Source: an optimization exercise on an open RTL-to-GDS flow (aim: small area, a short achievable clock period and few clock cycles). Production flows keep margins and buffers that such runs may drop. RTL that was checked went through simulation tests only; none was proved equivalent to the original.

Design huffman, start of the top module:
module huffman (
	input  logic        clk,
	input  logic        reset,
	input  logic        gray_valid,
	input  logic [7:0]  gray_data,
	output logic        cnt_valid,
	output logic [47:0] cnt,           
	output logic        code_valid,
	output logic [47:0] hc,            
	output logic [47:0] m              
);
Settings: LEC_CHECK=0, ABC_CLOCK_PERIOD_IN_PS=2500, CAP_MARGIN=20, CORE_MARGIN=2, CORE_UTILIZATION=40, SETUP_SLACK_MARGIN=3.5, SLEW_MARGIN=20; clock period 6.0 ns.
run.sh (not shown) runs the stock make flow with config.mk's settings and CLKGATE_MAP_FILE= SYNTH_SCRIPT=/design/flow/synth_recipe.tcl, a recipe that flattens the netlist after the stock synthesis.
The starting point passed the timing, design-rule and antenna checks.
Rerun with:
Settings changed: ABC_CLOCK_PERIOD_IN_PS 2500 to unset, SETUP_SLACK_MARGIN 3.5 to 2.3.
Result: Hold slack improves by 4.3 ps; worst setup slack degrades by 230 ps; synthesized cell count does not change; final area falls by about 18%; routed wire length falls by about 20%; non-clock buffer count falls by 163; die area does not change; final cell count falls by 7.8%; global-route usage falls by 3.1 points.
Rerun with:
Settings changed: SETUP_SLACK_MARGIN 2.3 to 2.8.
- worst hold slack improved by 3.3 ps
- global-route usage is higher by 1.0 points
- flip-flop and latch count stays the same
- synthesized cell count does not change
- cell area climbs by 11%
- wire length went up by 9.3%
- cell count rises by 3.7%
Function was not checked in any run of this note: the RTL went through the layout flow alone.

## job 430
Another version of the RTL of huffman (not shown whole).
Size in the first run: about 1400 cells after synthesis, roughly 200 flip-flops, ~12000 sq um of cells after synthesis.
Settings: LEC_CHECK=0, CAP_MARGIN=20, CORE_MARGIN=2, CORE_UTILIZATION=40, SETUP_SLACK_MARGIN=3.4, SLEW_MARGIN=20; clock period 6.0 ns.
standard.sh (not shown) runs the stock make flow with config.mk's settings and CLKGATE_MAP_FILE= SYNTH_SCRIPT=/design/flow/synth_recipe.tcl, a recipe that flattens the netlist after the stock synthesis.
==> flow/flow/run.sh <==
#!/bin/bash
# The standard layout, with the smallest plain buffer on the ports and the
# resizer free to change a cell's footprint (the platform holds it to the same
# footprint, which keeps the port buffers in the slow delay-buffer family).
set -euo pipefail
bash standard.sh MATCH_CELL_FOOTPRINT=0 \
	"BUFFER_PORTS_ARGS=-buffer_cell sky130_fd_sc_hd__buf_1" \
	finish > standard_flow.log 2>&1
Job 430 finished all stages; the layout is clean.
Testbench counts of job 430, summed over its fixed seeds: cycles 19,476.
What job 7219 does differently from job 430 at the input level:
Settings: swapping 3.4 for 3.0 in SETUP_SLACK_MARGIN; putting CTS_CLUSTER_SIZE at 20 where nothing was set; putting CTS_CLUSTER_DIAMETER at 80 where nothing was set.
Findings:
- Job 7219 reached the final stage; the timing, design-rule and antenna checks on its layout passed.
The inputs of job 3382 differ from those of job 7219 as listed below.
Settings: SETUP_SLACK_MARGIN: 3.0 -> 3.2; CORE_UTILIZATION: 40 -> 60.
Notes after the runs:
- The run with more routed wire is job 7219, not job 3382.
- Highest attainable clock frequency for job 3382: about 4.7% up relative to job 7219
- Final-layout clock buffer total: job 3382 vs job 7219 identical
- Hold slack deteriorates in job 3382 relative to job 7219.
> inputs changed (job 3382 -> job 5260)
Settings: a change of CORE_UTILIZATION from 60 to 40.
==> comparison <==
Job 5260 vs job 3382 on cell area after layout: job 5260 is the higher one. When job 5260 is set beside job 3382, its worst-case setup slack after placement turns out to be 0.042 ns larger. Reported for job 5260 and job 3382, number of instances in the synthesized netlist turned out identical to the last digit. Sort job 5260 and job 3382 by global-route usage over all layers asc -> top: job 5260. On job 5260: ratio of cells with drive above 1 in the final layout is 0.34 points higher than what job 3382 gave. When job 5260 is set beside job 3382, its clock network contribution to total cell area turns out to be 0.29 points larger. ~same clock-pin slew on the worst setup and hold paths in job 5260 and job 3382.

[re-timing with driven ports]
Ports are ideal in the flow. The routed layouts listed here were re-timed in OpenROAD.
Step 1: set_driving_cell puts a clkbuf_16 on clk and a buf_2 on each other input, an assumption about the parent block.
Step 2 also shifts input and output timing later by t, the mid clock arrival at the registers, as if the neighbouring blocks saw the same clock.
a / b / c = ideal ports / drivers / drivers and shift; a / b = the first two.
run	shift t [ns]	setup slack, ns	hold slack, ns	worst setup path at the end	worst slew at a driven data input, ns
the first run of note 1	0.579	2.641 / 2.641 / 2.477	0.438 / 0.438 / 0.438	input to register	0.04
the second run of note 1	0.568	2.409 / 2.409 / 2.010	0.442 / 0.442 / 0.442	input to register	0.03
the third run of note 1	0.562	2.629 / 2.629 / 2.420	0.446 / 0.446 / 0.446	input to register	0.04
job 430	0.583	3.342 / 3.342 / 3.081	0.450 / 0.450 / 0.450	input to register	0.03
job 7219	0.534	3.096 / 3.089 / 2.676	0.460 / 0.460 / 0.460	input to register	0.03
job 3382	0.528	3.226 / 3.202 / 2.942	0.443 / 0.443 / 0.443	input to register	0.03
job 5260	0.529	3.249 / 3.249 / 2.858	0.450 / 0.450 / 0.450	input to register	0.03
After both steps every run listed still meets setup and hold. The setup slack of job 7219, which loses most, moves by -0.007 ns with the drivers and by -0.420 ns with both steps.
